Background: an optimization exercise with open tools, aiming at small area, a short achievable clock period and few clock cycles. Do not read the settings as production practice. In this exercise RTL edits were held to simulation tests only and were not proved equivalent to the original.

==> config.mk <==
export PLATFORM = sky130hd
export DESIGN_NAME = segment_convex_polygon_hit
export DESIGN_NICKNAME = segment_convex_polygon_hit
export VERILOG_FILES = /design/flow/design.v
export SDC_FILE = /design/flow/constraint.sdc
export NUM_CORES = 4
export LEC_CHECK = 0
export CAP_MARGIN = 20
export CORE_MARGIN = 2
export CORE_UTILIZATION = 40
export SLEW_MARGIN = 20
==> constraint.sdc <==
create_clock -name core_clock -period 7.5 [get_ports {clk}]
set_input_delay 1.5000 -clock core_clock [delete_from_list [all_inputs] [get_ports {clk}]]
set_output_delay 1.5000 -clock core_clock [all_outputs]
set_load 0.01 [all_outputs]
==> design.v <==
`timescale 1ns / 1ps
package scph_pkg;
	localparam int COORD_BITS       = 16;
	localparam int IDX_BITS         = 4;
	localparam int CFG_BITS         = 5;
	localparam int MAX_VERTICES_DEF = 16;
	localparam int unsigned MIN_POLY_VERTICES = 3;
	localparam int OPW   = COORD_BITS + 2;
	localparam int PRODW = 2 * OPW;
	localparam int CRW   = PRODW + 1;
	localparam logic OP_WRITE = 1'b0;
	localparam logic OP_QUERY = 1'b1;
	typedef struct packed {
		logic                         op;
		logic [IDX_BITS-1:0]          vertex_index;
		logic signed [COORD_BITS-1:0] coord_x;
		logic signed [COORD_BITS-1:0] coord_y;
		logic signed [COORD_BITS-1:0] dir_x;
		logic signed [COORD_BITS-1:0] dir_y;
	} req_t;
	typedef struct packed {
		logic hit;
		logic endpoint_inside;
	} rsp_t;
	typedef struct packed {
		logic signed [COORD_BITS-1:0] x;
		logic signed [COORD_BITS-1:0] y;
	} vtx_t;
	typedef enum logic [2:0] {
		ST_IDLE,
		ST_LOAD0,
		ST_LOAD1,
		ST_EDGE,
		ST_DRAIN,
		ST_FIN
	} state_t;
	typedef enum logic [2:0] {
		XOP_IN_O,
		XOP_IN_E,
		XOP_DEN,
		XOP_N1,
		XOP_N2
	} xop_t;
endpackage
`timescale 1ns / 1ps
module segment_convex_polygon_hit #(
	parameter int MAX_VERTICES = scph_pkg::MAX_VERTICES_DEF
) (
	input  logic                          clk,
	input  logic                          arst_n,
	input  logic                          req_valid,
	output logic                          req_stall,
	input  scph_pkg::req_t                req,
	output logic                          rsp_valid,
	input  logic                          rsp_stall,
	output scph_pkg::rsp_t                rsp,
	input  logic                          cfg_valid,
	output logic                          cfg_ready,
	input  logic [scph_pkg::CFG_BITS-1:0] cfg_data
);
	localparam int CB    = scph_pkg::COORD_BITS;
	localparam int WB    = CB + 1;           
	localparam int SB    = 2 * WB + 1;       
	localparam int UB    = CB + WB + 1;      
	localparam int EB    = SB + 2;           
	localparam int DEPTH = 8;                
	logic [scph_pkg::CFG_BITS-1:0] vcount_q;
	logic                          stall_q;
	logic                          acc;
	logic [4:0]                    n_used;
	assign cfg_ready = 1'b1;
	assign req_stall = stall_q;
	assign acc       = req_valid && !stall_q;
	assign n_used    = (vcount_q > 5'd16) ? 5'd16 : vcount_q;
	logic [2*CB-1:0] mem [16];
	always_ff @(posedge clk) begin
		if (acc && req.op == scph_pkg::OP_WRITE) begin
			mem[req.vertex_index] <= {req.coord_x, req.coord_y};
		end
	end
	logic          f_v, f_q, f_first, f_last, f_n3;
	logic [3:0]    f_k, f_kl;
	logic signed [CB-1:0] ox_q, oy_q, dx_q, dy_q;
	logic          nf_v, nf_q, nf_first, nf_last;
	logic          q_new;
	assign q_new = req.op == scph_pkg::OP_QUERY && n_used >= 5'd2;
	always_comb begin
		nf_v     = 1'b0;
		nf_q     = 1'b0;
		nf_first = 1'b0;
		nf_last  = 1'b0;
		if (f_v && f_q && !f_last) begin
			nf_v     = 1'b1;
			nf_q     = 1'b1;
			nf_last  = (f_k + 4'd1) == f_kl;
		end else if (acc) begin
			nf_v     = 1'b1;
			nf_q     = q_new;
			nf_first = 1'b1;
			nf_last  = !q_new;
		end
	end
	always_ff @(posedge clk) begin
		if (acc && req.op == scph_pkg::OP_QUERY) begin
			ox_q <= req.coord_x;
			oy_q <= req.coord_y;
			dx_q <= req.dir_x;
			dy_q <= req.dir_y;
		end
	end
	logic [2*CB-1:0]       f_vtx;
	logic signed [CB-1:0]  f_vx, f_vy;
	logic signed [WB-1:0]  f_x, f_y;
	assign f_vtx = mem[f_k];
	assign f_vx  = f_vtx[2*CB-1:CB];
	assign f_vy  = f_vtx[CB-1:0];
	assign f_x   = WB'(f_vx) - WB'(ox_q);
	assign f_y   = WB'(f_vy) - WB'(oy_q);
	logic                 m_v, m_q, m_first, m_last, m_n3;
	logic signed [WB-1:0] m_x, m_y, p_x, p_y, h_x, h_y;
	logic signed [CB-1:0] mdx, mdy;
	logic                 w_v, w_wrap, w_n3;     
	always_ff @(posedge clk) begin
		m_x <= f_x;
		m_y <= f_y;
		if (f_v && f_q && f_first) begin
			mdx <= dx_q;
			mdy <= dy_q;
		end
		p_x <= m_x;
		p_y <= m_y;
		if (m_q && m_first) begin
			h_x <= m_x;
			h_y <= m_y;
		end
	end
	logic signed [WB-1:0] a_x, a_y, b_x, b_y;
	logic signed [SB-1:0] m_s;
	logic signed [UB-1:0] m_u;
	always_comb begin
		a_x = p_x;
		a_y = p_y;
		if (w_wrap) begin
			b_x = h_x;
			b_y = h_y;
		end else begin
			b_x = m_x;
			b_y = m_y;
		end
		m_s = SB'(a_x) * SB'(b_y) - SB'(b_x) * SB'(a_y);
		m_u = UB'(mdx) * UB'(m_y) - UB'(mdy) * UB'(m_x);
	end
	logic                 c_v, c_q, c_first, c_edge, c_wrap, c_n3;
	logic signed [SB-1:0] c_s;
	logic signed [UB-1:0] c_u, c_up, c_uh;
	logic                 c_uneg, c_uzero;
	logic                 c_upneg, c_upzero, c_uhneg, c_uhzero;
	logic                 out_o_q, out_e_q, hit_q;
	always_ff @(posedge clk) begin
		c_s  <= m_s;
		c_u  <= m_u;
		c_up <= c_u;
		c_upneg  <= c_uneg;
		c_upzero <= c_uzero;
		if (c_q && c_first) begin
			c_uhneg  <= c_uneg;
			c_uhzero <= c_uzero;
			c_uh     <= c_u;
		end
	end
	assign c_uneg  = c_u[UB-1];
	assign c_uzero = c_u == '0;
	logic signed [UB-1:0] cb_u;
	logic                 cb_neg, cb_zero;
	logic signed [EB-1:0] c_e;
	logic                 s_neg, s_pos, e_neg, e_pos, ua_le, ua_ge, ub_le, ub_ge, both0, crs;
	always_comb begin
		if (c_wrap) begin
			cb_u    = c_uh;
			cb_neg  = c_uhneg;
			cb_zero = c_uhzero;
		end else begin
			cb_u    = c_u;
			cb_neg  = c_uneg;
			cb_zero = c_uzero;
		end
		c_e   = EB'(c_s) + EB'(c_up) - EB'(cb_u);
		s_neg = c_s[SB-1];
		s_pos = !c_s[SB-1] && (c_s != '0);
		e_neg = c_e[EB-1];
		e_pos = !c_e[EB-1] && (c_e != '0);
		ua_le = c_upneg || c_upzero;
		ua_ge = !c_upneg;
		ub_le = cb_neg || cb_zero;
		ub_ge = !cb_neg;
		both0 = c_upzero && cb_zero;
		crs   = !both0 && ((ua_le && ub_ge && !s_neg && !e_pos) ||
		                   (ua_ge && ub_le && !s_pos && !e_neg));
	end
	logic [1:0]       fifo_d [DEPTH];
	logic [DEPTH-1:0] fifo_v;
	logic [3:0]       inflight_q;
	logic             push, pop;
	logic [1:0]       push_d;
	logic             res_ins, res_hit;
	assign res_ins = c_n3 && (!(out_o_q || s_neg) || !(out_e_q || e_neg));
	assign res_hit = res_ins || hit_q || crs;
	assign push    = c_v;
	assign push_d  = c_wrap ? {res_hit, res_ins} : 2'b00;
	assign pop     = fifo_v[0] && !rsp_stall;
	assign rsp_valid = fifo_v[0];
	assign rsp       = fifo_d[0];
	always_ff @(posedge clk) begin
		for (int i = 0; i < DEPTH; i++) begin
			if (pop) begin
				if (push && fifo_v[i] && (i == DEPTH - 1 || !fifo_v[(i + 1) % DEPTH])) begin
					fifo_d[i] <= push_d;
				end else if (i < DEPTH - 1) begin
					fifo_d[i] <= fifo_d[(i + 1) % DEPTH];
				end
			end else if (push && !fifo_v[i] && (i == 0 || fifo_v[(i + DEPTH - 1) % DEPTH])) begin
				fifo_d[i] <= push_d;
			end
		end
	end
	always_ff @(posedge clk or negedge arst_n) begin
		if (!arst_n) begin
			vcount_q   <= '0;
			stall_q    <= 1'b0;
			f_v        <= 1'b0;
			f_q        <= 1'b0;
			f_first    <= 1'b0;
			f_last     <= 1'b0;
			f_n3       <= 1'b0;
			f_k        <= '0;
			f_kl       <= '0;
			m_v        <= 1'b0;
			m_q        <= 1'b0;
			m_first    <= 1'b0;
			m_last     <= 1'b0;
			m_n3       <= 1'b0;
			w_v        <= 1'b0;
			w_wrap     <= 1'b0;
			w_n3       <= 1'b0;
			c_v        <= 1'b0;
			c_q        <= 1'b0;
			c_first    <= 1'b0;
			c_edge     <= 1'b0;
			c_wrap     <= 1'b0;
			c_n3       <= 1'b0;
			out_o_q    <= 1'b0;
			out_e_q    <= 1'b0;
			hit_q      <= 1'b0;
			fifo_v     <= '0;
			inflight_q <= '0;
		end else begin
			if (cfg_valid) begin
				vcount_q <= cfg_data;
			end
			f_v     <= nf_v;
			f_q     <= nf_q;
			f_first <= nf_first;
			f_last  <= nf_last;
			if (f_v && f_q && !f_last) begin
				f_k <= f_k + 4'd1;
			end else begin
				f_k  <= '0;
				f_kl <= 4'(n_used - 5'd1);
				f_n3 <= n_used >= 5'd3;
			end
			m_v     <= f_v && f_last;
			m_q     <= f_v && f_q;
			m_first <= f_first;
			m_last  <= f_last;
			m_n3    <= f_n3;
			w_v     <= m_v;
			w_wrap  <= m_q && m_last;
			w_n3    <= m_n3;
			c_v     <= w_v;
			c_q     <= m_q;
			c_first <= m_first;
			c_edge  <= (m_q && !m_first) || w_wrap;
			c_wrap  <= w_wrap;
			c_n3    <= w_n3;
			if (c_q && c_first) begin
				out_o_q <= 1'b0;
				out_e_q <= 1'b0;
				hit_q   <= 1'b0;
			end else if (c_edge) begin
				out_o_q <= out_o_q || s_neg;
				out_e_q <= out_e_q || e_neg;
				hit_q   <= hit_q || crs;
			end
			if (pop) begin
				fifo_v <= push ? fifo_v : (fifo_v >> 1);
			end else if (push) begin
				fifo_v <= {fifo_v[DEPTH-2:0], 1'b1};
			end
			inflight_q <= inflight_q + 4'(acc) - 4'(pop);
			stall_q    <= (nf_v && nf_q && !nf_last) ||
			              ((inflight_q + 4'(acc) - 4'(pop)) >= 4'(DEPTH - 1));
		end
	end
endmodule
==> run.sh <==
#!/bin/bash
# synth_recipe.tcl (not shown) runs the flow's synth.tcl, then flattens the netlist and writes it again
# the make line also repeats each setting of config.mk as NAME=value (left out here)
make -C /OpenROAD-flow-scripts/flow DESIGN_CONFIG=/design/flow/config.mk WORK_HOME=/design/flow/orfs CLKGATE_MAP_FILE= SYNTH_SCRIPT=/design/flow/synth_recipe.tcl finish
==> results by group <==
Clock tree
  • CTS Buffer Depth: 3
  • # clock sinks: 913
  • Htree depth: 3
  • CTS Root Cell: clkbuf_16
  • Worst-Skew Late Latency: approximately 750 ps
  • CTS tree: built
  • Clk slew on worst S/H paths: about 70 ps
  • TritonCTS Buffers: between 90 and 100

STA
  • Final hold violation count: 0
  • Fin crit share: 103.7%
  • Post-route setup slack: -281.0 ps
  • Finish-stage setup viols: 15
  • Final Skew: around 100 ps
  • Slew at the pin with the worst max-slew slack: around 1200 ps
  • Pins over their slew limit: 0
  • Setup TNS: -2111 ps
  • Max transition margin: between 20% and 30%
  • Fmax: 128.5 MHz
  • RSZ-0062 raised after global routing: true
  • Tmin final: between 7000 and 8000 ps

Detailed routing
  • Final wirelength: ~220 mm
  • DRC: 0
  • Routed WL per cell: roughly 21 um
  • Initial DRC count: 3756
  • DR vias: roughly 51000
  • DRT antenna net count: 0
  • Initial DRT Pass Iterations: 7
  • Routed vias/inst: about 5.0

Global route
  • GRT overflow: 0
  • Antenna violations before repair: 16
  • Largest net degree at the start of global routing: 58
  • GRT Resource Usage Total: approximately 22%
  • Number of global-route vias before repair: 54670
  • Global-route wire length before repair: 332.8 mm

Critical path
  • CP Capture Type: flop
  • Worst Setup Path Type: reg -> reg
  • CP dominant cell by count: fa_1
  • CP max stage cell: fa_1
  • Crit path DAT: between 8000 and 9000 ps
  • Critical path peak fanout: 11
  • Startpoint types: flop
  • Worst r2r path cells: 25
  • Max incr delay on CP: between 600 and 700 ps
  • Worst EP required: between 8000 and 9000 ps

Run status
  • Status: failed layout checks
  • Layout check failures: setup timing

Synth
  • Post-Syn Nets: around 8800
  • Most used DFF post-synth: edfxtp_1
  • Proportion of synthesized chip area in sequential cells: a little under a third
  • Fraction of the mapped netlist area in adder cells: about two fifths
  • Mux contribution to synthesized area: under 10%
  • Cell variety after synth: between 70 and 80
  • Simple-Gate Fraction of Synth Area: 9.966%
  • XOR/XNOR share of the synthesized area: ~1.5%
  • Share of the synthesized area in the top cell type: 32.94%
  • Avg Synthesized Cell Area: 11.45 um2
  • Synthesized instance count: 6982
  • Most frequent cells after synthesis: 1576 x inv_1, 1316 x fa_1, 693 x edfxtp_1
  • Synth Cell Area: ~80000 um2
  • Largest area contributor in the netlist: fa_1
  • Area contributors post-synth: fa_1 33%, edfxtp_1 26%, inv_1 7.4%
  • Ys async rst share: 5.257%
  • Complex-gate fraction of the synthesized area: 4.362%
  • Yosys reg bits: ~910
  • Largest family of logic cells by synthesized area: adder cells
  • Syn. warnings: 2
  • Cell with the most instances after synthesis: inv_1
  • Number of synthesized flops with an enable pin: 693

Cells and area
  • Ratio of cells with drive above 1 in the final layout: around 14%
  • P&R area growth vs syn: 15.20%
  • Final cell count without fillers: 10210
  • # nets final: about 9000
  • FILL cells: 18100
  • Final Util: between 40% and 50%

Die
  • DIE WIDTH: ~450 um
  • Ports: 84
  • Floorplan row count: 164
  • Die Y: around 450 um
  • DIE AREA: a little over 200000 um2
  • Initial Util: 40.14%
  • Core Region: 199200 um2

Place
  • Placed Cells: approximately 10000
  • Detailed placer's ending HPWL: between 150 and 200 mm
  • Port Buffer Count: 82
  • Final GP Congestion: slightly above 0.9
  • Worst slack at placement: -657.3 ps

Min path
  • Hold Path Class: reg -> reg
  • WHS Path Cells: 0

Job
  • Maxcap violations: 0
area by class of cell:
class | instances | area (um2) | share of cell area (%)
Multi-Input combinational cell | 4261 | 48620 | 52.77
Sequential cell | 913 | 25500 | 27.68
Inverter | 1577 | 5923 | 6.430
Timing Repair Buffer | 608 | 5474 | 5.942
Tap cell | 2656 | 3323 | 3.607
Clock buffer | 118 | 2569 | 2.788
Clock inverter | 65 | 699.4 | 0.7592
Antenna cell | 8 | 20.02 | 0.02173
routing by layer:
layer / part of all wire, % / vias up / wire (um) / global-route usage, %
met2: 49 / 1345 / 104700 / 36.05
met5: 0.036 / - / 77 / 0
met1: 42 / 26320 / 90550 / 28.91
met3: 5.5 / 292 / 11910 / 2.658
li1: - / 22760 / - / -
met4: 3.9 / 12 / 8430 / 7.562
worst paths after layout:
check | end | startpoint | slack, ps
min reg2reg | c_up[4] | c_u[4] | 320
max in group asynchronous | c_wrap | arst_n | 6030
min in group asynchronous | inflight_q[1] | arst_n | 880
max | c_s[33] | w_wrap | -280
max reg2reg | c_s[33] | w_wrap | -280
min | c_up[4] | c_u[4] | 320
repair_timing:
action | CTS | global route
gates cloned | 2 | 1
hold buffers | 0 | 0
pin swaps | 120 | 84
gates resized for setup | 153 | 107
setup endpoints to repair | 25 | 26
setup buffers | 31 | 19
per-stage QoR:
step                hold slack [ps]  cell area [um2]
CTS                           328.4            91570
detailed placement            334.7            87480
global placement              334.0            87480
floorplan                     331.2            80190
global route                  345.6            92100
finish                        320.6            92120
critical path: cells and delay by family (launching register included):
kind / cells / cell delay (ps)
AOI/OAI and AO/OA: 7 / 1410
xor gates and xnor gates: 1 / 150
adders and majority gates: 9 / 4330
buffers and inverters: 5 / 610
DFF: 1 / 460
muxes: 1 / 360
and+or+nand+nor: 2 / 340
logic make-up (layout without fill, tap and decap cells):
logic type / Yosys count / after routing
AO/OA/AOI/OAI: 536 / 536
adder cells (fa/ha/maj): 1708 / 1708
multiplexers: 290 / 290
flip-flops: 913 / 913
XOR/XNOR: 134 / 134
other: 1 / 9
buffers and inverters: 1808 / 2368
AND/OR/NAND/NOR: 1592 / 1592
cells in the final DEF (no fill, tap or decap), drive strengths merged, types with 119 or more instances in the layout:
cell type and count:
nor2b 130, nand2 643, a21oi 140, o21ai 140, nor2 140, inv 1583
ha 392, mux2i 123, buf 526, dfxtp 172, clkbuf 119, and2 463
fa 1316, edfxtp 693
flip-flops by register name, indices dropped and copies added, names as in the netlist, 17 cells and up:
register,flops
mem,512
c_s,35
c_u,34
c_uh,34
c_up,34
h_x,17
h_y,17
m_x,17
m_y,17
p_x,17
p_y,17
Testbench counts, summed over its fixed seeds: cycles 36,999.

static timing again, ports no longer ideal:
In the flow no input, the clock included, has a driving cell. The finished layout below was timed again as built, in two steps. Step 1 sets driving cells, clkbuf_16 on the clock port and buf_2 on the other inputs (assumed; they add their load-dependent delay and slew). Step 2 also shifts input and output timing later by t, the mid clock arrival at the registers, as if the neighbouring blocks saw the same clock. Three values: ideal, step 1, step 2; two values: the first two.
shift t [ns]: 0.773
setup slack, ns: -0.281 / -0.281 / -0.281
latest minus earliest clock arrival (ns): 0.103 / 0.103
The setup slack of this run moves by 0.000 ns with the drivers and by 0.000 ns with both steps.
